This design comes from an exercise in tuning for small area, a short achievable clock period and few clock cycles per item on the open sky130 flow, not from production work.
RTL that was checked went through simulation tests only; none was proved equivalent to the original.
The RTL of runs 1, 2 and 5 to 8 was laid out without a check of its function.
Power is estimated from default activity; no workload was simulated.

==> design.v <==
package bsis_pkg;
  localparam int unsigned LW   = 5;    
  localparam int unsigned STW  = 7;    
  localparam int unsigned CHW  = 24;   
  localparam int unsigned IDXW = 16;   
endpackage
module bitonic_sort_index_sequencer_core
#(
  parameter int unsigned MAX_LOG_SIZE = 16,
  parameter int unsigned MAX_STEP     = 64
) (
  input  logic            clk_i,
  input  logic            rst_ni,
  input  logic            psel,
  input  logic            penable,
  input  logic            pwrite,
  input  logic [2:0]      paddr,
  input  logic [31:0]     pwdata,
  output logic [31:0]     prdata,
  output logic            pready,
  input  logic            in_valid_i,
  output logic            in_stall_o,
  input  logic [bsis_pkg::CHW-1:0]  chunk_index_i,
  output logic            out_valid_o,
  input  logic            out_stall_i,
  output logic [bsis_pkg::IDXW-1:0] element_index_o,
  output logic            past_end_o,
  output logic            last_o
);
  logic [4:0] log_q;
  logic [6:0] step_q;
  logic       sel_q;
  logic       cfg_wr;
  assign cfg_wr = psel && penable && pwrite;
  always_ff @(posedge clk_i or negedge rst_ni) begin
    if (!rst_ni) begin
      log_q  <= 5'd4;
      step_q <= 7'd8;
    end else if (cfg_wr) begin
      if (paddr[2]) step_q <= pwdata[6:0];
      else          log_q  <= pwdata[4:0];
    end
  end
  always_ff @(posedge clk_i) sel_q <= paddr[2];
  assign prdata = sel_q ? {25'd0, step_q} : {27'd0, log_q};
  assign pready = 1'b1;
  logic [4:0] n_eff;
  logic [6:0] s_eff;
  logic [5:0] km1;      
  assign n_eff = (log_q > 5'd16) ? 5'd16 : log_q;
  assign s_eff = (step_q == 7'd0) ? 7'd1 : (step_q > 7'd64) ? 7'd64 : step_q;
  assign km1   = 6'(s_eff - 7'd1);
  logic       valid_q, act_q, pend_q, chk_q, pseek_q, mbusy_q, ev_q;
  logic [2:0] ds_q;
  logic [15:0] o_q;       
  logic        past_o_q, last_q;
  logic [5:0]  k_q;       
  logic [14:0] m_q;       
  logic [15:0] sm_q;      
  logic        flip_q, sh_q, fr_q, past_q;   
  logic [24:0] e_q;       
  logic [30:0] p_q;       
  logic [4:0]  ac_q;      
  localparam logic [2:0] D_IDLE = 3'd0, D_S1 = 3'd1, D_S2 = 3'd2, D_M1 = 3'd3, D_M2 = 3'd4,
                         D_FILL = 3'd5;
  assign in_stall_o      = pend_q;
  assign out_valid_o     = valid_q;
  assign element_index_o = o_q;
  assign past_end_o      = past_o_q;
  assign last_o          = last_q;
  logic accept, consec, advance, produce, chunk_end, start_c, start_s, far, shok;
  logic [4:0]  ac_dec;
  logic [24:0] p_inc;
  assign accept    = in_valid_i && !pend_q;
  assign consec    = ev_q && ({1'b0, p_q[23:0]} == e_q);
  assign p_inc     = {1'b0, p_q[23:0]} + 25'd1;
  assign advance   = !valid_q || !out_stall_i;
  assign produce   = advance && act_q;
  assign chunk_end = produce && (k_q == 6'd0);
  assign start_c   = pend_q && !chk_q && !pseek_q && (!act_q || chunk_end);
  assign start_s   = pend_q && !chk_q && pseek_q && !mbusy_q && !act_q && advance && (ds_q == D_IDLE);
  assign far       = (|p_q[30:24]) || (n_eff == 5'd0) ||
                     ((n_eff == 5'd16) && p_q[23] && (|p_q[22:19]));    
  assign ac_dec    = ac_q - 5'd1;
  assign shok      = ac_q != 5'd0;
  logic [15:0] mf, topm, hi, lo, inc_in, tm, ohs, clr, nxt;
  logic [16:0] inc;
  logic [16:0] smx;
  logic        f_se, f_b1, f_bs;
  logic        se_q, b1_q, bs_q, we_q;
  logic        case_a, case_b, use_mask;
  assign mf        = {m_q[14:0], 1'b1};
  assign topm      = mf & ~{1'b0, m_q};
  assign lo        = flip_q ? (o_q ^ mf) : (o_q & ~topm);
  assign hi        = flip_q ? (o_q ^ mf) : (o_q | topm);
  assign ohs       = {sm_q[14:0], 1'b1} & ~sm_q[15:0];
  assign smx       = {sm_q, 1'b1};
  assign f_se      = &(o_q | ~{1'b0, m_q});                    
  assign f_b1      = &(o_q[15:1] | ~sm_q[15:1]);       
  assign f_bs      = |(o_q & ohs);                     
  assign case_a    = se_q && m_q[0];
  assign case_b    = se_q && !m_q[0];
  assign inc_in    = {lo[15:1], lo[0] | case_b};
  assign inc       = {1'b0, inc_in} + 17'd1;
  assign tm        = inc_in & ~inc[15:0];
  assign use_mask  = case_a || (case_b && b1_q && bs_q);
  assign clr       = case_a ? {1'b0, m_q} : {sm_q[14:0], 1'b1};
  assign nxt       = use_mask ? (lo & ~clr) : inc[15:0];
  logic [9:0]  w, x, r;
  logic [13:0] st;
  logic [10:0] d;
  logic        neg, s_gt_n, sleaf;
  logic [14:0] ohm;       
  logic [9:0]  xs, xs1, x_q, x_d;
  logic [4:0]  xm;
  logic [14:0] ohm1;      
  logic [15:0] mx;
  assign w      = p_q[23:14];
  assign st     = p_q[13:0];
  assign ohm    = m_q & ~{1'b0, m_q[14:1]};
  assign ohm1   = {1'b0, ohm[14:1]};
  assign mx     = {1'b0, m_q};
  assign s_gt_n = mx[n_eff - 5'd1];
  assign sleaf  = m_q[0] && !m_q[1];    
  always_comb begin
    xs  = '0;
    xs1 = '0;
    xm  = '0;
    for (int i = 0; i < 15; i++) begin
      if (ohm[i]) begin
        xs = xs | 10'((i + 2) * (i + 1));
        xm = xm | 5'(2 * (i + 1));
      end
      if (ohm1[i]) xs1 = xs1 | 10'((i + 2) * (i + 1));
    end
    x = x_q;
    case (ds_q)
      D_S1:    x_d = neg ? (sleaf ? 10'd4 : xs1) : xs;
      D_S2:    x_d = (neg && !sleaf) ? xs1 : 10'd4;
      D_M1:    x_d = neg ? 10'd2 : {5'd0, xm};
      D_M2:    x_d = 10'd4;
      default: x_d = 10'd2;
    endcase
    if (start_s) x_d = 10'd240;
  end
  assign d   = {1'b0, w} - {1'b0, x};
  assign neg = d[10];
  assign r   = neg ? w : d[9:0];
  logic dshift, lshift, lbit, ddone;
  always_comb begin
    dshift = 1'b0;
    lshift = 1'b0;
    lbit   = 1'b0;
    ddone  = 1'b0;
    case (ds_q)
      D_S1:   begin dshift = neg; lshift = neg; ddone = !neg && s_gt_n; end
      D_S2:   begin dshift = neg; lshift = neg; lbit = 1'b1; end
      D_M1:   begin lshift = neg; ddone = neg && !m_q[0]; end
      D_M2:   begin dshift = 1'b1; lshift = 1'b1; lbit = !neg; end
      D_FILL: begin dshift = 1'b1; lshift = 1'b1; lbit = !neg; ddone = !shok; end
      default: ;
    endcase
    dshift = dshift && shok;
    if (start_s && far) ddone = 1'b1;
  end
  always_ff @(posedge clk_i or negedge rst_ni) begin
    if (!rst_ni) begin
      valid_q <= 1'b0;
      act_q   <= 1'b0;
      pend_q  <= 1'b0;
      chk_q   <= 1'b0;
      pseek_q <= 1'b0;
      mbusy_q <= 1'b0;
      ev_q    <= 1'b0;
      ds_q    <= D_IDLE;
    end else begin
      if (advance) valid_q <= produce;
      chk_q <= accept;
      if (accept) begin
        pend_q <= 1'b1;
      end
      if (chk_q) begin
        pseek_q <= !consec;
        mbusy_q <= !consec;
      end else if (mbusy_q && !shok) begin
        mbusy_q <= 1'b0;
      end
      if (ddone) begin
        act_q  <= 1'b1;
        pend_q <= 1'b0;
        ds_q   <= D_IDLE;
        ev_q   <= 1'b1;
      end else begin
        if (start_c) begin
          act_q  <= 1'b1;
          pend_q <= 1'b0;
        end else if (chunk_end) begin
          act_q <= 1'b0;
        end
        if (start_s) begin
          ds_q <= D_S1;
        end else begin
          case (ds_q)
            D_S1:   if (neg && sleaf) ds_q <= D_M1;
                    else if (!neg) ds_q <= D_S2;
            D_S2:   if (neg && !sleaf) ds_q <= D_S1;
                    else ds_q <= D_M1;
            D_M1:   ds_q <= neg ? D_FILL : D_M2;
            D_M2:   ds_q <= D_M1;
            default: ;
          endcase
        end
      end
      if (cfg_wr) ev_q <= 1'b0;
    end
  end
  logic [7:0] msum;
  assign msum = {1'b0, p_q[30:24]} + (p_q[0] ? {1'b0, s_eff} : 8'd0);
  always_ff @(posedge clk_i) begin
    if (chk_q) e_q <= p_inc;
    if (!sh_q) begin
      se_q <= f_se;
      b1_q <= f_b1;
      bs_q <= f_bs;
      we_q <= f_se && !m_q[0] && f_b1 && smx[n_eff];
    end
    if (produce) begin
      last_q <= (k_q == 6'd0);
      k_q    <= k_q - 6'd1;
      fr_q   <= 1'b0;
      if (past_q || (sh_q && we_q)) begin
        o_q      <= '0;
        past_o_q <= 1'b1;
        past_q   <= 1'b1;
      end else begin
        past_o_q <= 1'b0;
        if (!sh_q) begin
          if (!fr_q) begin
            o_q  <= hi;
            sh_q <= 1'b1;
          end
        end else begin
          o_q  <= nxt;
          sh_q <= 1'b0;
          if (case_a) begin
            m_q    <= m_q >> 1;
            flip_q <= 1'b0;
          end else if (case_b) begin
            if (!b1_q) begin
              m_q    <= tm[15:1];
              flip_q <= 1'b0;
            end else if (!bs_q) begin
              m_q    <= '0;
              sm_q   <= 16'd1;
              flip_q <= 1'b1;
            end else begin
              m_q    <= sm_q[14:0];
              sm_q   <= {sm_q[14:0], 1'b1};
              flip_q <= 1'b1;
            end
          end
        end
      end
    end
    if (start_c || start_s) k_q <= km1;
    x_q <= x_d;
    if (accept) begin
      p_q <= {7'd0, chunk_index_i};
    end else if (chk_q) begin
      ac_q <= 5'd23;
    end else if (mbusy_q) begin
      p_q  <= {msum, p_q[23:1]};
      ac_q <= ac_dec;
    end else if (start_s) begin
      sm_q   <= '1;
      m_q    <= '1;
      ac_q   <= 5'd14;
      past_q <= far;
    end else if (ds_q != D_IDLE) begin
      if (dshift) begin
        p_q[23:0] <= {r[8:0], st, 1'b0};
        ac_q      <= ac_dec;
      end else begin
        p_q[23:14] <= r;
      end
      if (lshift) o_q <= {o_q[14:0], lbit};
      if ((ds_q == D_S1 || ds_q == D_S2) && neg) begin
        sm_q <= sm_q >> 1;
        m_q  <= m_q >> 1;
      end
      if (ds_q == D_S2 && !neg) flip_q <= 1'b1;
      if (ds_q == D_M2) begin
        m_q    <= m_q >> 1;
        flip_q <= 1'b0;
      end
      if (ds_q == D_S1 && !neg && s_gt_n) past_q <= 1'b1;
      if (ddone) begin
        sh_q <= 1'b0;
        fr_q <= !w[0];
      end
    end
  end
endmodule
==> run.sh <==
#!/bin/bash
# synth_recipe.tcl (not shown) runs the flow's synth.tcl, then flattens the netlist and writes it again
# the make line also repeats each setting of config.mk as NAME=value (left out here)
make -C /OpenROAD-flow-scripts/flow DESIGN_CONFIG=/design/flow/config.mk WORK_HOME=/design/flow/orfs CLKGATE_MAP_FILE= SYNTH_SCRIPT=/design/flow/synth_recipe.tcl finish
==> config.mk <==
export PLATFORM = sky130hd
export DESIGN_NAME = bitonic_sort_index_sequencer_core
export DESIGN_NICKNAME = bitonic_sort_index_sequencer_core
export VERILOG_FILES = /design/flow/design.v
export SDC_FILE = /design/flow/constraint.sdc
export NUM_CORES = 4
export LEC_CHECK = 0
export ABC_CLOCK_PERIOD_IN_PS = 2000
export CAP_MARGIN = 20
export CORE_MARGIN = 2
export CORE_UTILIZATION = 40
export SETUP_SLACK_MARGIN = 5
export SLEW_MARGIN = 20
==> constraint.sdc <==
create_clock -name core_clock -period 8.0 [get_ports {clk_i}]
set_input_delay 1.6000 -clock core_clock [delete_from_list [all_inputs] [get_ports {clk_i}]]
set_output_delay 1.6000 -clock core_clock [all_outputs]
set_load 0.01 [all_outputs]
==> results of run 1 <==
## routing by layer
| layer | GRT usage | vias to the layer above |
|---|---|---|
| met1 | 0.348 | 5486 |
| li1 | - | 5231 |
| met4 | 0.0952 | 0 |
| met5 | 0 | - |
| met3 | 0.0280 | 103 |
| met2 | 0.390 | 542 |
## cell usage in the layout, fill, tap and decap left out, types with 12 or more instances in the layout
cell type	count
conb_1	26
clkdlybuf4s50_1	41
o211ai_1	17
mux2_2	20
a2bb2oi_1	12
xnor2_1	31
mux2i_1	29
and3_1	16
xor2_1	29
a31oi_1	25
dfxtp_1	38
a311oi_1	22
buf_4	69
o22ai_1	13
nor3_1	31
clkbuf_16	20
a21oi_1	111
nand3_1	40
nor2_1	114
nand4_1	15
a21o_1	12
nand2_1	112
dfxtp_4	21
inv_1	62
ha_1	33
nand2b_1	24
o21ai_0	58
nor2b_1	30
a211oi_1	22
and2_1	14
edfxtp_1	66
dlygate4sd2_1	14
## what timing repair did
action	CTS	global route
resized for setup	130	57
setup endpoints to repair	126	95
setup buffers	37	28
pin swaps	13	11
cloned	6	4
## worst max path at each step
| stage | start | end | slack [ns] | depth (start not counted) |
|---|---|---|---|---|
| floorplan | out_stall_i | k_q[4]$_DFFE_PP_ | 4.51 | 11 |
| global placement | out_stall_i | k_q[4]$_DFFE_PP_ | 3.28 | 11 |
| detailed placement | out_stall_i | k_q[4]$_DFFE_PP_ | 3.26 | 11 |
| CTS | out_stall_i | k_q[4]$_DFFE_PP_ | 4.88 | 11 |
| global route | out_stall_i | k_q[4]$_DFFE_PP_ | 4.78 | 11 |
| finish | out_stall_i | k_q[4]$_DFFE_PP_ | 4.88 | 11 |
## worst min-delay path, cell delays in order, from the launching register on
cell,delay (ns)
dfxtp_1,0.32
nand2_1,0.06
a21oi_1,0.05
## sequential cells by signal (all words and copies together), names as in the netlist, 3 cells and up
register  count
p_q          31
x_q           7
ds_q          3
log_q         5
sm_q         16
e_q          25
m_q          15
k_q           6
ac_q          5
step_q        7
o_q          16
## through the flow
stage / utilization / instances / instance area (um2) / hold slack (ns) / total power, mW
after global placement: 0.429 / 1752 / 12300 / 0.465 / 4.57
after floorplan: - / 1441 / 11800 / 0.449 / 3.79
after global routing: 0.490 / 1859 / 14000 / 0.499 / 6.29
after detailed placement: 0.430 / 1752 / 12300 / 0.469 / 4.61
after CTS: 0.474 / 1827 / 13600 / 0.479 / 5.66
final: 0.490 / 1859 / 14000 / 0.479 / 5.93
## layout make-up
class | instances | area, um2 | area share
Tap cell | 384 | 480 | 0.0343
Inverter | 70 | 287 | 0.0204
Clock buffer | 17 | 425 | 0.0303
Clock inverter | 15 | 191 | 0.0137
Timing Repair Buffer | 150 | 1420 | 0.101
Multi-Input combinational cell | 1069 | 7260 | 0.518
Sequential cell | 154 | 3960 | 0.282
## power groups by stage
stage	Combinational (mW)	Clock [mW]	Sequential [mW]
2_1_floorplan	2.36	0	1.44
3_3_place_gp	2.69	0	1.88
3_5_place_dp	2.73	0	1.88
4_1_cts	2.96	0.863	1.84
5_1_grt	3.49	0.891	1.91
6_report	3.20	0.855	1.87
## kinds of logic (layout without fill, tap and decap cells)
| family | after synthesis | in the layout | synth area share |
|---|---|---|---|
| flops | 154 | 154 | 0.332 |
| fa+ha+maj | 38 | 38 | 0.0423 |
| other cells | 2 | 26 | 0.000647 |
| compound gates | 419 | 420 | 0.243 |
| mux | 52 | 52 | 0.0502 |
| xor+xnor | 61 | 61 | 0.0477 |
| buf+inv | 222 | 252 | 0.0838 |
| simple gates | 469 | 472 | 0.201 |
==> impl_results.md, run 1 <==
* Status: timing/DRC/antenna clean
* Pre-CTS setup slack at approximately 3.3 ns
* DP HPWL at about 25000 um
* Residual DRC count at 0
* Most area-consuming cells after synthesis: edfxtp_1 17%, dfxtp_1 11%, a21oi_1 5.2%, dfrtp_1 4.3%, ha_1 3.9%
* Hold path startpoint: p_q[26]$_SDFFE_PP0P_
* Number of synthesized flops with an enable pin at 66
* Clock skew at approximately 0.022 ns
* Total Neg Setup Slack at 0 ns
* Hold endpoint: p_q[26]$_SDFFE_PP0P_
* Synth warnings at 1
* Worst-Margin Slew at roughly 1.1 ns
* Num rows at 62
* Wirelength, routed at 39700 um
* DRT iter0 DRCs at 1366
* Hold Crit Class: reg2reg
* Syn avg cell area at 8.19 um2
* Core box area at 28600 um2
* GR Overflow Total at 0
* # fillers at between 2000 and 3000
* WS Path Type: in2reg
* Flip-flop and latch count after synthesis at around 150
* Met3 WL at around 2900 um
* # diodes at 0
* Most frequent cell after synthesis: a21oi_1
* Clock power frac at 0.144
* Worst R2R Setup Slack at 5.00 ns
* TritonCTS Buffers at 17
* Final setup vio count at 0
* Routed WL per cell at 21.4 um
* LEAKAGE at 5.49 nW
* Initial core utilization at 0.405
* Boundary Pins at between 100 and 150
* Drt pass-1 iters at 5
* Ys flop type: edfxtp_1
* Worst Path Buf+Inv at 1
* GRT Resource Usage Total at 0.248
* Register share of total power at 0.315
* Wire length on met2 at roughly 18000 um
* Port Buffers at 65
* Fin crit period at 3.12 ns
* Clk slew on worst S/H paths at approximately 0.07 ns
* Switching Power at between 2 and 3 mW
* Vias in the first global route at ~10000
* Period utilization at 0.390
* Max Slew Vio Count at 0
* Share of the synthesized area in the top cell type at 0.171
* Reg2reg end: k_q[4]$_DFFE_PP_
* Area grow syn2layout at 20.8%
* Vias per cell at around 6.1
* Sw Ratio at 0.483
* Clk latency of the worst-skew pair at roughly 0.45 ns
* Gate power share at 0.540
* Pin count of the biggest net entering global routing at 40
* Internal cell power at 3.07 mW
* Register area share after synthesis at 0.332
* Slowest cell on crit path: a2111oi_2
* Post-synthesis cell area at 11600 um2
* Path depth of the worst reg2reg path at 10
* Asr flop ratio synth at 0.143
* First-pass GRT wire length at 59500 um
* Post-route ant nets at 0
* Most frequent CP cell: a21oi_1
* Most frequent cells after synthesis: 120 x a21oi_1, 117 x nor2_1, 114 x nand2_1
* Max-cap violation count at 0
* Synthesized instance count at 1417
* Die ar. at 30400 um2
* Hold Path Depth at 2
* Worst Path Arrival at 3.31 ns
* Crit-path max FO at 6
* Worst setup EP type: flop
* Clock Sinks at about 150
* TritonCTS clock tree: done
* Critical Path Source Type: primary input
* Cell taking the most area after synthesis: edfxtp_1
* Post-synthesis cell type count at ~90
* H-Tree Depth at 4
* Critical path's top delay family: simple AND/OR/NAND/NOR gates
* DR top layer: met4
* RSZ-0062 raised after global routing: yes
* CTS Root Buffer Type: clkbuf_16
* Share of cells above drive strength 1 at 0.182
* VDD IR-drop max at 0.162 mV
* DIE WIDTH at about 170 um
* Final #Nets at 1566
* Fmax at roughly 320 MHz
* Final Hold Vio Count at 0
* WP data required at 8.19 ns
* Largest stage delay, worst path at 0.28 ns
* Hold_buf cts at 0
* Die H at about 170 um
* Reg2Reg Launch Point: k_q[0]$_DFFE_PP_
* M1 WL at 17200 um
* Max Root-Sink Buffers at 2
* Total power per unit cell area at 423 nW/um2
* Initial antenna violation count at 0
* Crit-path cells: buf_8, a21oi_4, nand4_1, nor2_4, a31oi_4, nor3b_2, a21oi_1, ha_2, nor4b_4, a2111oi_2, a21oi_1
* Fin worst setup slack at 4.88 ns
* Vias at 11400
* Slew HR at 0.260
* Final GP Congestion at 0.976
==> run 2, diff against run 1 <==
--- a/config.mk
+++ b/config.mk
@@ -10,3 +10,5 @@
 export CORE_MARGIN = 2
-export CORE_UTILIZATION = 40
+export CORE_UTILIZATION = 60
+export CTS_BUF_LIST = sky130_fd_sc_hd__clkbuf_8
+export CTS_CLUSTER_SIZE = 20
 export SETUP_SLACK_MARGIN = 5
==> impl_results.md, run 2 <==
* Worst R2R Setup Slack at 5.01 ns
* DP HPWL at 24300 um
* WP data required at 8.35 ns
* Post-synthesis cell area at 11600 um2
* Synthesized instance count at 1417
* Share of the synthesized area in the top cell type at 0.171
* Flip-flop and latch count after synthesis at around 150
* Area grow syn2layout at 19.1%
* Dpl cells at 1627
* Asr flop ratio synth at 0.143
* H-Tree Depth at 4
* Register area share after synthesis at 0.332
* Final GP Congestion at 0.972
* Fin crit period at 3.06 ns
* Max-cap violation count at 0
* Cell taking the most area after synthesis: edfxtp_1
* # diodes at 0
* Clk latency of the worst-skew pair at ~0.48 ns
* Most frequent CP cell: buf_4
* Slowest cell on crit path: clkdlybuf4s50_1
* Routed WL per cell at between 20 and 25 um
* Placed inst area at about 12000 um2
* WS Path Type: in2reg
* Pin count of the biggest net entering global routing at 39
* Hold_buf cts at 0
* Worst Path Arrival at 3.41 ns
* Crit-path max FO at 29
* Num rows at 50
* Hold Path Depth at 2
* TritonCTS clock tree: done
* Port Buffers at 65
* Most frequent cell after synthesis: a21oi_1
* Core box area at 18800 um2
* Worst-Margin Slew at 0.921 ns
* Final Hold Vio Count at 0
* Finished Layout Cells at 1736
* Reg with most FFs: p_q
* Max Slew Vio Count at 0
* Status: timing/DRC/antenna clean
* Worst setup EP type: flop
* Hold Crit Class: reg2reg
* DRT iter0 DRCs at roughly 1400
* Vias per cell at 6.73
* Hold endpoint: p_q[26]$_SDFFE_PP0P_
* Most frequent cells in the layout: 112 x a21oi_1, 112 x nor2_1, 112 x nand2_1
* Vias at ~12000
* GRT Resource Usage Total at 0.380
* Max Root-Sink Buffers at 2
* Critical Path Source Type: primary input
* GR Overflow Total at 0
* Stages on worst setup path at 9
* Initial antenna violation count at 0
* VDD IR-drop max at around 0.26 mV
* Post-route cell area at 13800 um2
* Die ar. at 20500 um2
* Clk slew on worst S/H paths at ~0.090 ns
* DIE WIDTH at 143 um
* Share of cells above drive strength 1 at 0.185
* Path depth of the worst reg2reg path at 14
* Post-route ant nets at 0
* Reg2Reg Launch Point: flip_q$_DFF_P_
* Residual DRC count at 0
* Drt pass-1 iters at 8
* Largest registers: p_q (31), e_q (25)
* Clock skew at between 0.015 and 0.02 ns
* Post-synthesis cell type count at 89
* Most frequent cells after synthesis: 120 x a21oi_1, 117 x nor2_1, 114 x nand2_1
* Fmax at between 300 and 400 MHz
* Wirelength, routed at 40000 um
* Largest stage delay, worst path at 0.45 ns
* Clock Sinks at 154
* Total power at 5.83 mW
* Total Neg Setup Slack at 0 ns
* Number of synthesized flops with an enable pin at between 60 and 70
* Initial core utilization at 0.616
* Most area-consuming cells after synthesis: edfxtp_1 17%, dfxtp_1 11%, a21oi_1 5.2%, dfrtp_1 4.3%, ha_1 3.9%
* Worst Path Buf+Inv at 4
* Hold path startpoint: p_q[26]$_SDFFE_PP0P_
* Ys flop type: edfxtp_1
* Slew HR at 0.386
* First-pass GRT wire length at 60200 um
* Reg2reg end: o_q[12]$_DFF_P_
* CTS Root Buffer Type: clkbuf_8
* Final #Nets at roughly 1600
* Boundary Pins at roughly 120
* Syn avg cell area at 8.19 um2
* TritonCTS Buffers at 17
* Total power per unit cell area at around 420 nW/um2
* Period utilization at 0.382
* Synth warnings at 1
* Max FFs per register at 31
* Vias in the first global route at 11200
* Critical path's top delay family: buffers and inverters
* Crit-path cells: clkdlybuf4s50_1, nand2b_1, buf_8, buf_4, nand2_1, a21oi_2, buf_4, a2111oi_1, a21oi_1
* LEAKAGE at 5.45 nW
* Final setup vio count at 0
* Die H at approximately 140 um
* RSZ-0062 raised after global routing: yes
==> run 2: layout make-up <==
cell class / count / area, um2
multi-input combinational: 1070 / 7290
tap: 260 / 325
sequential: 154 / 3960
inverter: 70 / 285
clock inverter: 15 / 189
clock buffer: 17 / 234
fill: 1457 / 5010
timing repair buffer: 150 / 1540
==> run 2: repair_timing <==
item,4_1_cts,5_1_grt
endpoints found under the setup margin,125,54
gates resized for setup,137,67
setup buffers,54,12
pin swaps,16,11
cloned,8,3
==> run 2: routing by layer <==
layer	share of wire	global-route usage	wire length, um
met4	0.063	0.200	2500
met2	0.46	0.620	18300
met1	0.38	0.465	15100
met5	0	0	0
met3	0.10	0.0912	4110
==> run 2: worst reg2reg max path: stages, from the launching register on <==
cell and delay [ns]:
dfxtp_4 0.40, buf_12 0.17, inv_8 0.09, o21ai_0 0.20, a21oi_1 0.10, inv_1 0.11, ha_2 0.23, nor4b_4 0.30
and3_1 0.23, ha_1 0.23, and2_1 0.14, a31o_2 0.21, a31oi_1 0.20, a2bb2oi_1 0.19, a21oi_1 0.08
==> run 2: worst max path at each step <==
stage | start | to | slack (ns)
global route | m_q[0]$_DFF_P_ | m_q[11]$_DFF_P_ | 4.84
CTS | in_valid_i | sm_q[15]$_DFF_P_ | 4.96
global placement | in_valid_i | sm_q[4]$_DFF_P_ | 3.28
floorplan | out_stall_i | k_q[4]$_DFFE_PP_ | 4.51
detailed placement | in_valid_i | sm_q[4]$_DFF_P_ | 3.20
finish | in_valid_i | m_q[9]$_DFF_P_ | 4.94
==> run 2: report_power, final <==
part / switching (mW) / leakage [nW] / internal [mW]
Combinational: 1.88 / 3.78 / 1.43
Clock: 0.340 / 0.208 / 0.315
Sequential: 0.617 / 1.46 / 1.26
Total: 2.83 / 5.45 / 3.00
==> run 2: kinds of logic (layout without fill, tap and decap cells) <==
family	Yosys count	count (layout)	share of synthesized area
AO/OA/AOI/OAI	419	420	0.243
multiplexers	52	52	0.0502
flip-flops	154	154	0.332
adder cells (fa/ha/maj)	38	38	0.0423
XOR/XNOR	61	61	0.0477
other	2	26	0.000647
buffers and inverters	222	252	0.0838
AND/OR/NAND/NOR	469	473	0.201
==> run 2: stage by stage <==
| step | hold slack (ns) | util | worst slack [ns] |
|---|---|---|---|
| 2_1_floorplan | 0.449 | - | 4.51 |
| 4_1_cts | 0.489 | 0.713 | 4.96 |
| 3_3_place_gp | 0.478 | 0.644 | 3.28 |
| 6_report | 0.488 | 0.734 | 4.94 |
| 5_1_grt | 0.503 | 0.734 | 4.84 |
| 3_5_place_dp | 0.476 | 0.644 | 3.20 |
==> run 3, diff against run 2 <==
--- a/design.v
+++ b/design.v
@@ -179,7 +179,7 @@
       if (accept) begin
-        pend_q <= 1'b1;
-      end
-      if (chk_q) begin
+        pend_q  <= 1'b1;
+        mbusy_q <= 1'b1;
+      end else if (chk_q) begin
         pseek_q <= !consec;
-        mbusy_q <= !consec;
+        if (consec) mbusy_q <= 1'b0;
       end else if (mbusy_q && !shok) begin
@@ -267,4 +267,3 @@
     if (accept) begin
-      p_q <= {7'd0, chunk_index_i};
-    end else if (chk_q) begin
+      p_q  <= {7'd0, chunk_index_i};
       ac_q <= 5'd23;
--- a/config.mk
+++ b/config.mk
@@ -7,3 +7,3 @@
 export LEC_CHECK = 0
-export ABC_CLOCK_PERIOD_IN_PS = 2000
+export ABC_CLOCK_PERIOD_IN_PS = 3000
 export CAP_MARGIN = 20
@@ -12,3 +12,2 @@
 export CTS_BUF_LIST = sky130_fd_sc_hd__clkbuf_8
-export CTS_CLUSTER_SIZE = 20
 export SETUP_SLACK_MARGIN = 5
==> impl_results.md, run 3 <==
* Post-route ant nets at 0
* Post-route cell area at 13200 um2
* Vias in the first global route at 10300
* VDD IR-drop max at ~0.21 mV
* Period utilization at 0.379
* Post-synthesis cell area at 11300 um2
* Clk slew on worst S/H paths at about 0.09 ns
* WS Path Type: reg2out
* Wirelength, routed at 36400 um
* First-pass GRT wire length at 56700 um
* Largest stage delay, worst path at 0.38 ns
* Worst setup EP type: primary output
* Synth warnings at 1
* Final Hold Vio Count at 0
* TritonCTS clock tree: done
* Most frequent cell after synthesis: nor2_1
* Share of cells above drive strength 1 at 0.158
* Number of synthesized flops with an enable pin at 61
* # fillers at 1539
* Max Slew Vio Count at 0
* Vias at 11000
* Pin count of the biggest net entering global routing at 43
* Die ar. at 20000 um2
* GR Overflow Total at 0
* Area grow syn2layout at 16.3%
* Post-synthesis cell type count at 80
* TritonCTS Buffers at 17
* Num rows at 50
* Critical path's top delay family: flip-flops
* Critical Path Source Type: flop
* Max Root-Sink Buffers at 2
* Synthesized instance count at 1409
* Total Neg Setup Slack at 0 ns
* Residual DRC count at 0
* Largest registers: p_q (31), e_q (25)
* Path depth of the worst reg2reg path at 14
* Worst R2R Setup Slack at 5.10 ns
* Register area share after synthesis at 0.335
* GRT Resource Usage Total at 0.363
* Clk latency of the worst-skew pair at 0.48 ns
* Cell taking the most area after synthesis: edfxtp_1
* Final GP Congestion at 0.991
* Placed inst area at 11900 um2
* Final setup vio count at 0
* Fin crit period at between 3 and 4 ns
* Most area-consuming cells after synthesis: edfxtp_1 16%, dfxtp_1 13%, a21oi_1 5.7%, nor2_1 4.6%, dfrtp_1 4.4%
* Most frequent cells in the layout: 138 x nor2_1, 127 x a21oi_1, 110 x nand2_1
* Asr flop ratio synth at 0.143
* Die H at 142 um
* CTS Root Buffer Type: clkbuf_8
* Slew HR at 0.303
* Commonest non-fill, non-tap cell in the layout: nor2_1
* Crit-path cells: buf_4, mux2_2, buf_6
* Hold Crit Class: reg2reg
* Clock skew at 0.0223 ns
* Most frequent cells after synthesis: 140 x nor2_1, 129 x a21oi_1, 114 x nand2_1
* DRT iter0 DRCs at 1325
* Reg2Reg Launch Point: m_q[0]$_DFF_P_
* Final #Nets at approximately 1600
* Hold Path Depth at 2
* Hold_buf cts at 0
* Port Buffers at 65
* Crit-path max FO at 5
* WP data required at 6.40 ns
* Stages on worst setup path at 3
* Syn avg cell area at 8.05 um2
* Total power per unit cell area at 419 nW/um2
* Worst Path Buf+Inv at 2
* Max FFs per register at 31
* Drt pass-1 iters at 6
* Hold endpoint: p_q[24]$_SDFFE_PP0P_
* Share of the synthesized area in the top cell type at 0.161
* Worst Path Arrival at 1.43 ns
* Hold path startpoint: p_q[24]$_SDFFE_PP0P_
* Worst-Margin Slew at 1.05 ns
* DP HPWL at 24300 um
* Initial antenna violation count at 1
* Core box area at 18600 um2
* Initial core utilization at 0.609
* LEAKAGE at 5.35 nW
* Status: timing/DRC/antenna clean
* Reg2reg end: m_q[9]$_DFF_P_
* Boundary Pins at roughly 120
* Max-cap violation count at 0
* Vias per cell at 6.50
* Fmax at about 330 MHz
* Clock Sinks at 154
* Flip-flop and latch count after synthesis at 154
* Ys flop type: dfxtp_1
* RSZ-0062 raised after global routing: yes
* Reg with most FFs: p_q
* DIE WIDTH at 142 um
* H-Tree Depth at 4
* Routed WL per cell at between 20 and 25 um
* Slowest cell on crit path: dfxtp_4
run 3: how the worst max path moves through the flow:
stage | startpoint | to
4_1_cts | sel_q$_DFF_P_ | prdata[1]
3_3_place_gp | out_stall_i | m_q[5]$_DFF_P_
6_report | sel_q$_DFF_P_ | prdata[1]
2_1_floorplan | out_stall_i | k_q[4]$_DFFE_PP_
3_5_place_dp | out_stall_i | m_q[5]$_DFF_P_
5_1_grt | sel_q$_DFF_P_ | prdata[1]
run 3: where the power goes:
| part | switching (mW) | total [mW] | leakage [nW] | internal, mW |
|---|---|---|---|---|
| Sequential | 0.596 | 1.84 | 1.43 | 1.24 |
| Clock | 0.338 | 0.664 | 0.218 | 0.325 |
| Combinational | 1.71 | 3.03 | 3.70 | 1.32 |
run 3: area by class of cell:
| type | count | area, um2 | area share |
|---|---|---|---|
| sequential | 154 | 3900 | 0.296 |
| inverter | 66 | 262 | 0.0198 |
| timing repair buffer | 137 | 1330 | 0.101 |
| tap | 234 | 293 | 0.0222 |
| clock buffer | 18 | 248 | 0.0188 |
| clock inverter | 14 | 183 | 0.0138 |
| antenna | 1 | 2.50 | 0.000190 |
| multi-input combinational | 1073 | 6970 | 0.529 |
run 3: cells by family (layout without fill, tap and decap cells):
logic type | Yosys count | count (layout) | synth area share
flip-flops | 154 | 154 | 0.335
other | 2 | 27 | 0.000662
AND/OR/NAND/NOR | 458 | 458 | 0.195
adder cells (fa/ha/maj) | 38 | 38 | 0.0432
AO/OA/AOI/OAI | 424 | 426 | 0.235
buffers and inverters | 208 | 235 | 0.0801
XOR/XNOR | 63 | 63 | 0.0486
multiplexers | 62 | 62 | 0.0618
run 3: layer usage:
| metal | track usage | up-vias | routed length, um |
|---|---|---|---|
| met5 | 0 | - | 0 |
| met4 | 0.145 | 0 | 1520 |
| met3 | 0.0628 | 106 | 2980 |
| met2 | 0.604 | 556 | 17500 |
| met1 | 0.472 | 5246 | 14400 |
| li1 | - | 5127 | - |
run 3: repair_timing:
item | in CTS | in global routing
cloned | 5 | 1
pin swaps | 3 | 5
endpoints found under the hold margin | 0 | 0
buffers inserted | 38 | 15
setup endpoints to repair | 122 | 87
resized for setup | 112 | 46
run 3: per-stage QoR:
step           setup WS, ns  power [mW]  hold slack (ns)  utilization  cells
2_1_floorplan          4.93        3.66            0.464            -   1433
6_report               4.97        5.53            0.527        0.708   1697
5_1_grt                4.93        5.89            0.555        0.707   1696
3_5_place_dp           3.45        4.48            0.499        0.637   1605
4_1_cts                4.96        5.32            0.513        0.691   1680
3_3_place_gp           3.50        4.43            0.479        0.637   1604
run 3: worst reg2reg max path, cell delays in order (launching register included):
cell and delay [ns]:
dfxtp_4 0.47, buf_8 0.23, a21oi_1 0.10, a31o_2 0.25
ha_1 0.22, nor2b_1 0.16, and3_1 0.21, nand2_1 0.14
nor2_1 0.06, ha_1 0.16, nor2b_1 0.13, a311oi_2 0.38
a211oi_1 0.08, a21oi_1 0.13, a21oi_1 0.08
Testbench counts of run 3, summed over its fixed seeds: cycles 144,866, items 135,995.
==> run 4, diff against run 3 <==
--- a/config.mk
+++ b/config.mk
@@ -7,7 +7,9 @@
 export LEC_CHECK = 0
-export ABC_CLOCK_PERIOD_IN_PS = 3000
+export ABC_CLOCK_PERIOD_IN_PS = 2000
 export CAP_MARGIN = 20
 export CORE_MARGIN = 2
-export CORE_UTILIZATION = 60
+export CORE_UTILIZATION = 70
 export CTS_BUF_LIST = sky130_fd_sc_hd__clkbuf_8
+export CTS_CLUSTER_DIAMETER = 100
+export CTS_CLUSTER_SIZE = 30
 export SETUP_SLACK_MARGIN = 5
==> impl_results.md, run 4 <==
* Worst Path Arrival at 1.41 ns
* WP data required at 6.40 ns
* Number of synthesized flops with an enable pin at just over 60
* # fillers at 1078
* Placed inst area at 11800 um2
* Hold Crit Class: reg2reg
* Final #Nets at 1528
* Boundary Pins at 119
* DRT iter0 DRCs at 1856
* Area grow syn2layout at 13.9%
* Internal cell power at 2.79 mW
* Initial core utilization at 0.714
* Vias at 11600
* Clk latency of the worst-skew pair at 0.48 ns
* Max-cap violation count at 0
* Ys flop type: dfxtp_1
* Register share of total power at 0.340
* Switching Power at 2.72 mW
* Share of cells above drive strength 1 at 0.147
* Synth warnings at 1
* Sw Ratio at 0.494
* Dpl cells at 1582
* Routed WL per cell at 22.4 um
* First-pass GRT wire length at 55800 um
* Die ar. at around 17000 um2
* Share of the synthesized area in the top cell type at 0.161
* Slowest cell on crit path: dfxtp_4
* Total Neg Setup Slack at 0 ns
* Worst Path Buf+Inv at 2
* Core box area at between 15000 and 20000 um2
* Final Hold Vio Count at 0
* Asr flop ratio synth at 0.143
* Pin count of the biggest net entering global routing at 45
* Most frequent cell after synthesis: nor2_1
* Final setup vio count at 0
* Crit-path max FO at 4
* Most frequent cells in the layout: 138 x nor2_1, 125 x a21oi_1, 111 x nand2_1
* Residual DRC count at 0
* CTS Root Buffer Type: clkbuf_8
* Max Slew Vio Count at 0
* Post-synthesis cell area at 11300 um2
* Slew HR at 0.300
* Most frequent CP cell: buf_6
* Largest registers: p_q (31), e_q (25)
* Clock power frac at 0.116
* Vias in the first global route at 10400
* H-Tree Depth at 4
* TritonCTS clock tree: done
* Critical Path Source Type: flop
* Critical path's top delay family: flip-flops
* Die H at 131 um
* Clock skew at approximately 0.014 ns
* Clk slew on worst S/H paths at approximately 0.1 ns
* Register area share after synthesis at 0.335
* Cell taking the most area after synthesis: edfxtp_1
* Worst-Margin Slew at ~1.0 ns
* VDD IR-drop max at 0.258 mV
* Fin crit period at 3.01 ns
* Port Buffers at between 60 and 70
* Synthesized instance count at 1409
* DP HPWL at 24000 um
* Flip-flop and latch count after synthesis at 154
* Final hold slack at 0.525 ns
* Hold_buf cts at 0
* Syn avg cell area at between 8 and 9 um2
* Final GP Congestion at 1.05
* Gate power share at 0.544
* Post-route ant nets at 0
* # diodes at 0
* Clock Sinks at 154
* TritonCTS Buffers at 17
* Post-route cell area at 12900 um2
* Reg with most FFs: p_q
* Fin util at 0.813
* Drt pass-1 iters at 8
* Num rows at 46
* Worst R2R Setup Slack at 5.05 ns
* Total power per unit cell area at 427 nW/um2
* RSZ-0062 raised after global routing: yes
* Post-synthesis cell type count at 80
* Initial antenna violation count at 0
* Crit-path cells: buf_6, mux2_4, buf_6
* Wirelength, routed at roughly 37000 um
* Most frequent cells after synthesis: 140 x nor2_1, 129 x a21oi_1, 114 x nand2_1
* Most area-consuming cells after synthesis: edfxtp_1 16%, dfxtp_1 13%, a21oi_1 5.7%, nor2_1 4.6%, dfrtp_1 4.4%
* GR Overflow Total at 0
* GRT Resource Usage Total at 0.405
* DIE WIDTH at roughly 130 um
* Finished Layout Cells at 1653
* WS Path Type: reg2out
* LEAKAGE at 5.19 nW
* Max FFs per register at 31
* Max Root-Sink Buffers at 2
* Fmax at 332 MHz
* Period utilization at 0.377
* Commonest non-fill, non-tap cell in the layout: nor2_1
* Largest stage delay, worst path at 0.39 ns
* Vias per cell at 6.99
* Worst setup EP type: primary output
* Status: timing/DRC/antenna clean
==> run 4: cell counts after synthesis <==
No cell type changed its count.
==> run 4: what timing repair did <==
action                                 in CTS  in global routing
buffers inserted                           29                  4
resized for setup                         108                 57
cloned                                      1                  5
endpoints found under the hold margin       0                  0
pin swaps                                   3                  4
setup endpoints to repair                 147                 86
==> run 4: kinds of logic (layout without fill, tap and decap cells) <==
family	count (synthesis)	after routing	synth area share
compound gates	424	427	0.235
xor+xnor	63	63	0.0486
fa+ha+maj	38	38	0.0432
buf+inv	208	207	0.0801
flops	154	154	0.335
mux	62	62	0.0618
other cells	2	26	0.000662
simple gates	458	460	0.195
==> run 4: worst reg2reg max path, cell delays in order (launching register included) <==
cell and delay, ns:
dfxtp_2 0.43, buf_12 0.18, nand2b_1 0.12, a21oi_1 0.07
a31o_2 0.25, ha_1 0.24, nor2b_2 0.18, and3_1 0.20
nand2_1 0.15, nor2_1 0.06, ha_1 0.16, nor2b_1 0.13
a311oi_2 0.37, a211oi_1 0.10, a21oi_1 0.13, a21oi_1 0.08
==> run 4: area by class of cell <==
class	instances	area (um2)	share of cell area
Clock inverter	15	181	0.0140
Clock buffer	17	234	0.0181
Tap cell	216	270	0.0209
Multi-Input combinational cell	1076	7050	0.546
Inverter	66	260	0.0201
Sequential cell	154	3890	0.301
Timing Repair Buffer	109	1030	0.0798
==> run 4: power by group through the flow <==
| stage | registers (mW) | logic, mW | clock network, mW |
|---|---|---|---|
| final | 1.87 | 3.00 | 0.638 |
| after global placement | 1.87 | 2.51 | 0 |
| after floorplan | 1.43 | 2.23 | 0 |
| after CTS | 1.81 | 2.79 | 0.630 |
| after global routing | 1.89 | 3.25 | 0.667 |
| after detailed placement | 1.88 | 2.59 | 0 |
==> run 4: through the flow <==
step	setup WS [ns]	power [mW]
floorplan	4.93	3.66
global placement	3.46	4.38
detailed placement	3.33	4.47
CTS	4.95	5.23
global route	4.96	5.81
finish	4.99	5.51
==> run 4: final timing paths <==
check	start	to	cells after the start
max	sel_q$_DFF_P_	prdata[4]	3
min	p_q[28]$_SDFFE_PP0P_	p_q[28]$_SDFFE_PP0P_	2
max reg2reg	flip_q$_DFF_P_	m_q[13]$_DFF_P_	15
min reg2reg	p_q[28]$_SDFFE_PP0P_	p_q[28]$_SDFFE_PP0P_	2
max in group asynchronous	rst_ni	pend_q$_DFFE_PN0P_	1
min in group asynchronous	rst_ni	log_q[0]$_DFFE_PN0P_	1
==> run 4: routing by layer <==
layer / vias to the layer above / global-route usage / wire, um
met1: 5359 / 0.536 / 13800
met4: 0 / 0.185 / 2030
li1: 5080 / - / -
met5: - / 0 / 0
met2: 911 / 0.656 / 17100
met3: 201 / 0.0648 / 4090
==> run 5, diff against run 4 <==
--- a/design.v
+++ b/design.v
@@ -248,14 +248,5 @@
           end else if (case_b) begin
-            if (!b1_q) begin
-              m_q    <= tm[15:1];
-              flip_q <= 1'b0;
-            end else if (!bs_q) begin
-              m_q    <= '0;
-              sm_q   <= 16'd1;
-              flip_q <= 1'b1;
-            end else begin
-              m_q    <= sm_q[14:0];
-              sm_q   <= {sm_q[14:0], 1'b1};
-              flip_q <= 1'b1;
-            end
+            m_q    <= (b1_q && !bs_q) ? 15'd0 : (tm[15:1] & sm_q[14:0]);
+            flip_q <= b1_q;
+            if (b1_q) sm_q <= bs_q ? {sm_q[14:0], 1'b1} : 16'd1;
           end
--- a/config.mk
+++ b/config.mk
@@ -7,6 +7,6 @@
 export LEC_CHECK = 0
-export ABC_CLOCK_PERIOD_IN_PS = 2000
+export ABC_CLOCK_PERIOD_IN_PS = 3000
 export CAP_MARGIN = 20
 export CORE_MARGIN = 2
-export CORE_UTILIZATION = 70
+export CORE_UTILIZATION = 80
 export CTS_BUF_LIST = sky130_fd_sc_hd__clkbuf_8
==> impl_results.md, run 5 <==
* Status: did not finish
* Failed at: global routing
* Error: [ERROR GRT-0232] Routing congestion too high. Check the congestion heatmap in the GUI.
* Cell taking the most area after synthesis: edfxtp_1
* Die H at 124 um
* Hold_buf cts at 0
* Most frequent cell after synthesis: nor2_1
* Initial core utilization at 0.821
* Post-synthesis cell area at 11400 um2
* GR Overflow Total at 139
* CTS Root Buffer Type: clkbuf_8
* Grt repair worst endpoint: k_q[4]$_DFFE_PP_/D
* Share of the synthesized area in the top cell type at 0.160
* Syn avg cell area at 8.09 um2
* TritonCTS Buffers at 17
* Register area share after synthesis at 0.333
* Synth warnings at 1
* Ys flop type: dfxtp_1
* Pin count of the biggest net entering global routing at 47
* H-Tree Depth at 4
* Final GP Congestion at roughly 1.1
* Dpl cells at between 1500 and 2000
* Most area-consuming cells after synthesis: edfxtp_1 16%, dfxtp_1 12%, nor2_1 4.7%, a21oi_1 4.5%, dfrtp_1 4.4%
* Most frequent cells after synthesis: 142 x nor2_1, 122 x nand2_1, 103 x a21oi_1
* Max Root-Sink Buffers at 2
* Num rows at 43
* DIE WIDTH at 124 um
* Post-synthesis cell type count at between 90 and 100
* Clock Sinks at 154
* Port Buffers at 65
* DP HPWL at 25500 um
* GRT Resource Usage Total at 0.819
* Number of synthesized flops with an enable pin at slightly above 60
* Flip-flop and latch count after synthesis at 154
* Worst ep type: sequential cell input
* Asr flop ratio synth at 0.143
* Synthesized instance count at around 1400
* Boundary Pins at 119
run 5: worst min-delay path by stage:
| stage | to | depth (start not counted) | slack, ns | from |
|---|---|---|---|---|
| 4_1_cts | p_q[27]$_SDFFE_PP0P_ | 2 | 0.50 | p_q[27]$_SDFFE_PP0P_ |
| 3_5_place_dp | p_q[27]$_SDFFE_PP0P_ | 2 | 0.49 | p_q[27]$_SDFFE_PP0P_ |
| 3_3_place_gp | p_q[27]$_SDFFE_PP0P_ | 2 | 0.48 | p_q[27]$_SDFFE_PP0P_ |
| 2_1_floorplan | p_q[27]$_SDFFE_PP0P_ | 2 | 0.46 | p_q[27]$_SDFFE_PP0P_ |
run 5: per-stage QoR:
step	power (mW)	setup WS [ns]	utilization	area [um2]	hold slack, ns
floorplan	3.72	4.76	-	11600	0.458
global placement	4.40	3.29	0.850	11800	0.476
detailed placement	4.55	3.26	0.850	11800	0.491
CTS	5.33	4.91	0.906	12600	0.502
run 5: cell families after synthesis:
kind of cell | count (synthesis) | share of synthesized area
and+or+nand+nor | 509 | 0.216
AOI/OAI and AO/OA | 389 | 0.228
buffers and inverters | 210 | 0.0810
DFF | 154 | 0.333
xor gates and xnor gates | 59 | 0.0452
muxes | 54 | 0.0538
adders and majority gates | 38 | 0.0429
other | 2 | 0.000656
run 5: power by group through the flow:
stage	Sequential (mW)	Clock [mW]	Combinational (mW)
after CTS	1.80	0.582	2.95
after floorplan	1.41	0	2.30
after global placement	1.79	0	2.61
after detailed placement	1.81	0	2.75
run 5: timing repair:
item | 4_1_cts
endpoints found under the setup margin | 148
pin swaps | 6
gates resized for setup | 121
setup buffers | 30
run 5: layer usage:
| layer | GRT overflow | track usage |
|---|---|---|
| met5 | 0 | 0.201 |
| met3 | 7 | 0.656 |
| met4 | 57 | 0.876 |
| met2 | 74 | 0.964 |
| met1 | 1 | 0.827 |
==> run 6, diff against run 5 <==
--- a/config.mk
+++ b/config.mk
@@ -10,3 +10,3 @@
 export CORE_MARGIN = 2
-export CORE_UTILIZATION = 80
+export CORE_UTILIZATION = 70
 export CTS_BUF_LIST = sky130_fd_sc_hd__clkbuf_8
==> impl_results.md, run 6 <==
* Status: timing/DRC/antenna clean
* Post-synthesis cell type count at 94
* Synth warnings at 1
* Worst-Margin Slew at approximately 1.2 ns
* Share of the synthesized area in the top cell type at 0.160
* RSZ-0062 raised after global routing: yes
* DRT iter0 DRCs at 1885
* Crit-path cells: buf_4, mux2_4, buf_6
* TritonCTS clock tree: done
* # diodes at 0
* Slowest cell on crit path: dfxtp_4
* Total power per unit cell area at 432 nW/um2
* Asr flop ratio synth at 0.143
* Hold Crit Class: reg2reg
* Most area-consuming cells after synthesis: edfxtp_1 16%, dfxtp_1 12%, nor2_1 4.7%, a21oi_1 4.5%, dfrtp_1 4.4%
* Post-route ant nets at 0
* Post-synthesis cell area at 11400 um2
* Largest stage delay, worst path at approximately 0.40 ns
* Port Buffers at 65
* Total power at 5.61 mW
* CTS Root Buffer Type: clkbuf_8
* Fmax at 330 MHz
* Final #Nets at roughly 1500
* Vias per cell at a little over 7
* Core box area at 15900 um2
* Share of cells above drive strength 1 at 0.148
* Vias in the first global route at 10900
* Routed WL per cell at 23.7 um
* Max-cap violation count at 0
* WS Path Type: reg2out
* GR Overflow Total at 0
* # fillers at ~1000
* Num rows at 46
* Wirelength, routed at 39500 um
* GRT Resource Usage Total at 0.432
* Die H at 132 um
* Number of synthesized flops with an enable pin at just over 60
* Total Neg Setup Slack at 0 ns
* Cell taking the most area after synthesis: edfxtp_1
* Clk slew on worst S/H paths at 0.09 ns
* VDD IR-drop max at 0.228 mV
* Storage element area at 3900 um2
* Fin worst setup slack at between 4 and 5 ns
* Worst Path Arrival at 1.43 ns
* Clock power frac at 0.106
* Worst setup EP type: primary output
* H-Tree Depth at 4
* Gate power share at 0.566
* Most frequent cells in the layout: 139 x nor2_1, 114 x nand2_1, 101 x a21oi_1
* Area occupied by multi-input gates at between 7000 and 8000 um2
* Final Hold Vio Count at 0
* WP data required at roughly 6.4 ns
* Boundary Pins at 119
* Internal cell power at 2.78 mW
* Period utilization at 0.379
* Crit-path max FO at 6
* Switching Power at 2.84 mW
* LEAKAGE at slightly above 5 nW
* Syn avg cell area at 8.09 um2
* Register share of total power at 0.328
* Area grow syn2layout at 13.5%
* Die ar. at 17400 um2
* Largest registers: p_q (31), e_q (25)
* Sw Ratio at 0.505
* Max Slew Vio Count at 0
* Register area share after synthesis at 0.333
* Pin count of the biggest net entering global routing at 47
* Final setup vio count at 0
* Slew HR at 0.204
* Ys flop type: dfxtp_1
* Max Root-Sink Buffers at 2
* Flip-flop and latch count after synthesis at 154
* Residual DRC count at 0
* Initial core utilization at 0.718
* DIE WIDTH at 132 um
* Clock skew at 0.0130 ns
* Critical Path Source Type: flop
* Initial antenna violation count at 1
* Max FFs per register at 31
* Most frequent cell after synthesis: nor2_1
* Vias at 11900
* Clock Sinks at 154
* Synthesized instance count at 1415
* TritonCTS Buffers at 17
* Final GP Congestion at 1.03
* Pre-CTS setup slack at between 3 and 4 ns
* First-pass GRT wire length at just under 60000 um
* Reg with most FFs: p_q
* DP HPWL at between 20000 and 30000 um
* Clk latency of the worst-skew pair at around 0.5 ns
* Drt pass-1 iters at 9
* Commonest non-fill, non-tap cell in the layout: nor2_1
* Fin crit period at 3.03 ns
* Most frequent cells after synthesis: 142 x nor2_1, 122 x nand2_1, 103 x a21oi_1
run 6: path summary, 6_finish.rpt:
kind,start,to,slack [ns],cells after the start
max,sel_q$_DFF_P_,prdata[0],4.97,3
min,o_q[15]$_DFF_P_,o_q[15]$_DFF_P_,0.51,2
max reg2reg,log_q[4]$_DFFE_PN0P_,fr_q$_DFF_P_,5.04,10
min reg2reg,o_q[15]$_DFF_P_,o_q[15]$_DFF_P_,0.51,2
max in group asynchronous,rst_ni,chk_q$_DFF_PN0_,6.51,1
min in group asynchronous,rst_ni,step_q[6]$_DFFE_PN0P_,1.08,1
run 6: per-layer routing:
layer / vias to the layer above / wire (um) / track usage
met3: 255 / 4510 / 0.0880
li1: 5161 / - / -
met4: 0 / 3030 / 0.260
met2: 983 / 18100 / 0.721
met5: - / 0 / 0
met1: 5514 / 13900 / 0.517
run 6: repair_timing:
item                       CTS  global route
hold buffers                 0             0
setup buffers               29            13
gates resized for setup    118            52
setup endpoints to repair  113            54
hold endpoints to repair     0             0
gates cloned                 0             2
pin swaps                    2             5
run 6: stage by stage:
stage | cell area [um2] | util | cells | hold WS, ns
after floorplan | 11600 | - | 1439 | 0.458
after global placement | 11900 | 0.747 | 1590 | 0.480
after detailed placement | 11900 | 0.747 | 1590 | 0.483
after CTS | 12700 | 0.796 | 1651 | 0.501
after global routing | 13000 | 0.815 | 1666 | 0.514
final | 13000 | 0.815 | 1666 | 0.509
run 6: power groups by stage:
stage / Clock, mW / Combinational, mW / Sequential [mW]
finish: 0.596 / 3.18 / 1.84
global route: 0.621 / 3.39 / 1.86
CTS: 0.586 / 2.92 / 1.78
detailed placement: 0 / 2.74 / 1.82
global placement: 0 / 2.65 / 1.81
floorplan: 0 / 2.30 / 1.41
run 6: kinds of logic (layout without fill, tap and decap cells):
family / Yosys count / count (layout) / synth area share
AO/OA/AOI/OAI: 389 / 389 / 0.228
AND/OR/NAND/NOR: 509 / 509 / 0.216
XOR/XNOR: 59 / 59 / 0.0452
flip-flops: 154 / 154 / 0.333
buffers and inverters: 210 / 221 / 0.0810
multiplexers: 54 / 54 / 0.0538
adder cells (fa/ha/maj): 38 / 38 / 0.0429
other: 2 / 26 / 0.000656
run 6: worst max-delay path, delay by kind of cell, from the launching register on:
family,cells,cell delay (ns)
buf+inv,2,0.25
flops,1,0.40
mux,1,0.30
run 6: final cells by class:
class / count / share of cell area
multi-input combinational: 1075 / 0.542
sequential: 154 / 0.300
timing repair buffer: 119 / 0.0858
inverter: 70 / 0.0218
tap: 216 / 0.0208
clock buffer: 17 / 0.0180
clock inverter: 15 / 0.0112
==> run 7, diff against run 6 <==
--- a/config.mk
+++ b/config.mk
@@ -14,3 +14,3 @@
 export CTS_CLUSTER_SIZE = 30
-export SETUP_SLACK_MARGIN = 5
+export SETUP_SLACK_MARGIN = 4.85
 export SLEW_MARGIN = 20
==> impl_results.md, run 7 <==
* Status: timing/DRC/antenna clean
* Routed WL per cell at 23.5 um
* Max Root-Sink Buffers at 2
* Reg2reg end: sh_q$_DFF_P_
* GR Util met3 at 0.0892
* Core box area at between 15000 and 20000 um2
* Ys flop type: dfxtp_1
* Flip-flop and latch count after synthesis at ~150
* First-pass GRT wire length at slightly below 60000 um
* Share of cells above drive strength 1 at 0.116
* Most frequent cells in the layout: 141 x nor2_1, 115 x nand2_1, 103 x a21oi_1
* Slowest cell on crit path: dfrtp_2
* Residual DRC count at 0
* Worst-Margin Slew at 1.13 ns
* Critical path's top delay family: simple AND/OR/NAND/NOR gates
* Max-cap violation count at 0
* Number of synthesized flops with an enable pin at 61
* Asr flop ratio synth at 0.143
* GRT met1 Usage at 0.515
* Fin crit period at ~3.1 ns
* Gate power share at 0.549
* Switching Power at 2.75 mW
* CTS Root Buffer Type: clkbuf_8
* Syn avg cell area at slightly above 8 um2
* Clock Sinks at 154
* Slew HR at 0.248
* Hold Crit Class: reg2reg
* Total Neg Setup Slack at 0 ns
* Clk slew on worst S/H paths at 0.09 ns
* Most frequent cells after synthesis: 142 x nor2_1, 122 x nand2_1, 103 x a21oi_1
* Path depth of the worst reg2reg path at 10
* Most frequent cell after synthesis: nor2_1
* Largest registers: p_q (31), e_q (25)
* Critical Path Source Type: flop
* Initial core utilization at 0.718
* VDD IR-drop max at between 0.2 and 0.3 mV
* Most area-consuming cells after synthesis: edfxtp_1 16%, dfxtp_1 12%, nor2_1 4.7%, a21oi_1 4.5%, dfrtp_1 4.4%
* Pre-CTS setup slack at 3.40 ns
* Vias at 11700
* Grt met2 use at 0.711
* Drt pass-1 iters at 9
* Register area share after synthesis at 0.333
* Final Hold Vio Count at 0
* Clock skew at about 0.011 ns
* TritonCTS clock tree: done
* Clock power frac at 0.105
* Port Buffers at 65
* Vias in the first global route at 10900
* Crit path from: log_q[4]$_DFFE_PN0P_
* WS Path Type: reg2reg
* Final GP Congestion at 1.03
* DRT iter0 DRCs at 1529
* Crit-path cells: buf_4, and2b_4, inv_2, ha_1, xnor2_2, mux4_2, and4_1, o31ai_4, a211oi_2, nor3_1
* Wirelength, routed at between 30000 and 40000 um
* Dpl cells at 1588
* Hold path startpoint: ac_q[3]$_SDFFE_PP0P_
* Hold endpoint: ac_q[3]$_SDFFE_PP0P_
* Die ar. at 17400 um2
* Reg2Reg Launch Point: log_q[4]$_DFFE_PN0P_
* Total power per unit cell area at 431 nW/um2
* Largest stage delay, worst path at roughly 0.42 ns
* Vias per cell at between 7 and 8
* Max Slew Vio Count at 0
* TritonCTS Buffers at 17
* Boundary Pins at 119
* DIE WIDTH at 132 um
* Worst Path Arrival at 3.54 ns
* Internal cell power at 2.70 mW
* Post-route ant nets at 0
* Finished Layout Cells at approximately 1600
* Post-synthesis cell area at 11400 um2
* Sw Ratio at 0.505
* Total power at 5.45 mW
* Hold Path Depth at 2
* H-Tree Depth at 4
* Post-synthesis cell type count at 94
* Share of the synthesized area in the top cell type at 0.160
* Synth warnings at 1
* Fin worst setup slack at between 4 and 5 ns
* WP data required at 8.39 ns
* Reg with most FFs: p_q
* Area grow syn2layout at 10.5%
* Fmax at between 300 and 400 MHz
* Busiest grt layer: met2
* Pin count of the biggest net entering global routing at 47
* Cell taking the most area after synthesis: edfxtp_1
* Period utilization at 0.393
* Register share of total power at 0.346
* Worst Path Buf+Inv at 2
* Crit-path max FO at 11
* Post-route cell area at 12600 um2
* Clk latency of the worst-skew pair at 0.48 ns
* LEAKAGE at about 5.0 nW
* RSZ-0062 raised after global routing: no
* Num rows at 46
* DP HPWL at 25700 um
* Placed inst area at 11900 um2
* GR Overflow Total at 0
* Commonest non-fill, non-tap cell in the layout: nor2_1
* Synthesized instance count at 1415
* GRT Resource Usage Total at 0.429
* Max FFs per register at 31
* Final #Nets at 1517
* Initial antenna violation count at 1
* Final setup vio count at 0
* Worst R2R Setup Slack at 4.86 ns
* Die H at 132 um
* Worst setup EP type: flop
-- run 7: cell counts after synthesis --
No cell type changed its count.
-- run 7: tightest hold or removal path, stage by stage (launching register included) --
cell	delay (ns)
dfxtp_1	0.34
o41ai_1	0.06
a31oi_1	0.07
-- run 7: stage by stage --
stage | hold slack [ns] | utilization
floorplan | 0.458 | -
global placement | 0.479 | 0.745
detailed placement | 0.491 | 0.745
CTS | 0.510 | 0.781
global route | 0.551 | 0.793
finish | 0.513 | 0.793
-- run 7: power groups by stage --
stage | clock network, mW | registers (mW) | logic (mW)
after global placement | 0 | 1.82 | 2.63
after detailed placement | 0 | 1.83 | 2.72
after CTS | 0.568 | 1.83 | 2.79
after global routing | 0.597 | 1.90 | 3.22
after floorplan | 0 | 1.41 | 2.30
final | 0.573 | 1.89 | 2.99
-- run 7: how the worst max path moves through the flow --
stage	end	slack [ns]	cells past startpoint
after global routing	act_q$_DFFE_PN0P_	4.81	10
after detailed placement	o_q[8]$_DFF_P_	3.40	6
after CTS	out_valid_o	4.85	1
final	sh_q$_DFF_P_	4.86	10
after floorplan	k_q[4]$_DFFE_PP_	4.76	12
after global placement	o_q[12]$_DFF_P_	3.51	6
-- run 7: metal layers --
| layer | wire, um | vias up | part of all wire |
|---|---|---|---|
| li1 | - | 5101 | - |
| met1 | 13600 | 5403 | 0.35 |
| met2 | 18000 | 897 | 0.47 |
| met3 | 4010 | 257 | 0.10 |
| met4 | 3000 | 0 | 0.078 |
| met5 | 0 | - | 0 |
-- run 7: kinds of logic after synthesis --
kind of cell / Yosys count / share of synthesized area
xor+xnor: 59 / 0.0452
flops: 154 / 0.333
buf+inv: 210 / 0.0810
fa+ha+maj: 38 / 0.0429
other cells: 2 / 0.000656
mux: 54 / 0.0538
compound gates: 389 / 0.228
simple gates: 509 / 0.216
-- run 7: timing repair --
item | in CTS | in global routing
pin swaps | 1 | 2
hold buffers | 0 | 0
buffers inserted | 11 | 11
resized for setup | 67 | 36
setup endpoints to repair | 126 | 52
-- run 7: cell type report --
type                       instances  area, um2
sequential                       154       3880
tap                              216        270
clock inverter                    15        129
clock buffer                      17        234
inverter                          70        277
timing repair buffer              95        886
fill                            1076       3290
multi-input combinational       1075       6970
antenna                            1       2.50
==> run 8, diff against run 7 <==
--- a/config.mk
+++ b/config.mk
@@ -7,3 +7,3 @@
 export LEC_CHECK = 0
-export ABC_CLOCK_PERIOD_IN_PS = 3000
+export ABC_CLOCK_PERIOD_IN_PS = 2000
 export CAP_MARGIN = 20
@@ -14,3 +14,3 @@
 export CTS_CLUSTER_SIZE = 30
-export SETUP_SLACK_MARGIN = 4.85
+export SETUP_SLACK_MARGIN = 5
 export SLEW_MARGIN = 20
==> impl_results.md, run 8 <==
* Worst Path Arrival at 1.43 ns
* Residual DRC count at 0
* Core box area at 15900 um2
* Clock Sinks at 154
* Clk slew on worst S/H paths at 0.09 ns
* Num rows at 46
* Routed WL per cell at 23.7 um
* Area grow syn2layout at 13.5%
* Wirelength, routed at 39500 um
* Worst R2R Setup Slack at 5.04 ns
* Most frequent cells in the layout: 139 x nor2_1, 114 x nand2_1, 101 x a21oi_1
* Total power per unit cell area at 432 nW/um2
* Most frequent cell after synthesis: nor2_1
* Crit-path max FO at 6
* Cell taking the most area after synthesis: edfxtp_1
* DRT iter0 DRCs at ~1900
* Initial core utilization at 0.718
* Wire length on met2 at 18100 um
* Hold Path Depth at 2
* Vias per cell at 7.15
* Largest registers: p_q (31), e_q (25)
* Sw Ratio at 0.505
* Die H at between 100 and 150 um
* DR top layer: met4
* Hold endpoint: o_q[15]$_DFF_P_
* Final #Nets at 1541
* TritonCTS Buffers at 17
* Max Root-Sink Buffers at 2
* Max FFs per register at 31
* Syn avg cell area at 8.09 um2
* Drt pass-1 iters at 9
* TritonCTS clock tree: done
* Share of cells above drive strength 1 at 0.148
* Pin count of the biggest net entering global routing at 47
* Most frequent cells after synthesis: 142 x nor2_1, 122 x nand2_1, 103 x a21oi_1
* # diodes at 0
* Clock power frac at 0.106
* WS Path Type: reg2out
* Flip-flop and latch count after synthesis at 154
* Post-synthesis cell area at 11400 um2
* Boundary Pins at between 100 and 150
* GR Overflow Total at 0
* GRT Resource Usage Total at 0.432
* Period utilization at 0.379
* Gate power share at 0.566
* Path depth of the worst reg2reg path at 10
* Number of synthesized flops with an enable pin at 61
* Post-route ant nets at 0
* Reg2reg end: fr_q$_DFF_P_
* LEAKAGE at between 5 and 6 nW
* M1 WL at 13900 um
* Final Hold Vio Count at 0
* Final setup vio count at 0
* Max-cap violation count at 0
* Switching Power at 2.84 mW
* RSZ-0062 raised after global routing: yes
* Worst-Margin Slew at 1.19 ns
* Register area share after synthesis at 0.333
* Total power at 5.61 mW
* H-Tree Depth at 4
* Reg2Reg Launch Point: log_q[4]$_DFFE_PN0P_
* First-pass GRT wire length at a little under 60000 um
* Fin crit period at 3.03 ns
* Most area-consuming cells after synthesis: edfxtp_1 16%, dfxtp_1 12%, nor2_1 4.7%, a21oi_1 4.5%, dfrtp_1 4.4%
* Crit path from: sel_q$_DFF_P_
* Asr flop ratio synth at 0.143
* Die ar. at about 17000 um2
* Ys flop type: dfxtp_1
* Initial antenna violation count at 1
* CTS Root Buffer Type: clkbuf_8
* DP HPWL at around 25000 um
* Status: timing/DRC/antenna clean
* Critical Path Source Type: flop
* Total Neg Setup Slack at 0 ns
* Register share of total power at 0.328
* Clock skew at approximately 0.013 ns
* Post-synthesis cell type count at 94
* Commonest non-fill, non-tap cell in the layout: nor2_1
* Vias in the first global route at 10900
* Vias at 11900
* Final GP Congestion at 1.03
* WP data required at 6.40 ns
* Clk latency of the worst-skew pair at 0.49 ns
* Fmax at between 300 and 400 MHz
* VDD IR-drop max at 0.228 mV
* Internal cell power at 2.78 mW
* Hold path startpoint: o_q[15]$_DFF_P_
* Port Buffers at 65
* Share of the synthesized area in the top cell type at 0.160
* Synthesized instance count at around 1400
* Met3 WL at 4510 um
* Worst setup EP type: primary output
* Slew HR at 0.204
* Max Slew Vio Count at 0
* Hold Crit Class: reg2reg
* Synth warnings at 1
* DIE WIDTH at 132 um
* Reg with most FFs: p_q
[run 8: cell counts after synthesis]
Identical to the previous run, type by type.
[run 8: layout make-up]
type	instances	area (um2)
clock inverter	15	145
multi-input combinational	1075	7040
tap	216	270
timing repair buffer	119	1110
clock buffer	17	234
sequential	154	3900
fill	1012	2960
inverter	70	283
[run 8: logic make-up (layout without fill, tap and decap cells)]
family / after synthesis / count (layout) / share of synthesized area
multiplexers: 54 / 54 / 0.0538
other: 2 / 26 / 0.000656
adder cells (fa/ha/maj): 38 / 38 / 0.0429
buffers and inverters: 210 / 221 / 0.0810
AO/OA/AOI/OAI: 389 / 389 / 0.228
XOR/XNOR: 59 / 59 / 0.0452
flip-flops: 154 / 154 / 0.333
AND/OR/NAND/NOR: 509 / 509 / 0.216
[run 8: layer usage]
layer  global-route usage  vias up
met5                    0        -
met4                0.260        0
met3               0.0880      255
met2                0.721      983
met1                0.517     5514
li1                     -     5161
[run 8: timing repair]
action                                  in CTS  in global routing
buffers inserted                            29                 13
endpoints found under the setup margin     113                 54
resized for setup                          118                 52
gates cloned                                 0                  2
hold buffers                                 0                  0
pin swaps                                    2                  5
[run 8: worst max-delay path by stage]
stage / end / slack [ns] / depth (start not counted)
after floorplan: k_q[4]$_DFFE_PP_ / 4.76 / 12
after global placement: flip_q$_DFF_P_ / 3.72 / 9
after detailed placement: flip_q$_DFF_P_ / 3.66 / 9
after CTS: p_q[22]$_DFFE_PP_ / 4.93 / 8
after global routing: p_q[29]$_SDFFE_PP0P_ / 4.90 / 14
final: prdata[0] / 4.97 / 3
[run 8: power groups by stage]
stage | clock, mW | sequential, mW | combinational (mW)
finish | 0.596 | 1.84 | 3.18
global route | 0.621 | 1.86 | 3.39
CTS | 0.586 | 1.78 | 2.92
detailed placement | 0 | 1.82 | 2.74
global placement | 0 | 1.81 | 2.65
floorplan | 0 | 1.41 | 2.30
[run 8: critical path: stages, from the launching register on]
cell and delay, ns:
dfxtp_4 0.40, buf_4 0.13, mux2_4 0.30, buf_6 0.12
[run 8: stage by stage]
step                      hold WS, ns  instances  area [um2]   util  setup slack [ns]
after floorplan                 0.458       1439       11600      -              4.76
final                           0.509       1666       13000  0.815              4.97
after global placement          0.480       1590       11900  0.747              3.72
after CTS                       0.501       1651       12700  0.796              4.93
after detailed placement        0.483       1590       11900  0.747              3.66
after global routing            0.514       1666       13000  0.815              4.90

-- port drivers added, routing unchanged --
Ports are ideal in the flow. The routed layouts listed here were re-timed in OpenROAD.
Step 1, drivers: a clkbuf_16 drives clk_i and a buf_2 each remaining input, both assumed.
Step 2 also shifts input and output timing later by t, the mid clock arrival at the registers, as if the neighbouring blocks saw the same clock.
Three values: no drivers, after step 1, after step 2; two values: the first two.
run	shift t [ns]	slack for setup (ns)
run 1	0.494	4.879 / 4.894 / 4.400
run 2	0.512	4.943 / 4.958 / 4.445
run 3	0.512	4.972 / 4.929 / 4.528
run 4	0.514	4.987 / 4.943 / 4.561
run 6	0.532	4.966 / 4.921 / 4.494
run 7	0.516	4.859 / 4.825 / 4.447
run 8	0.532	4.966 / 4.921 / 4.494
After both steps setup and hold are still met in every run listed.
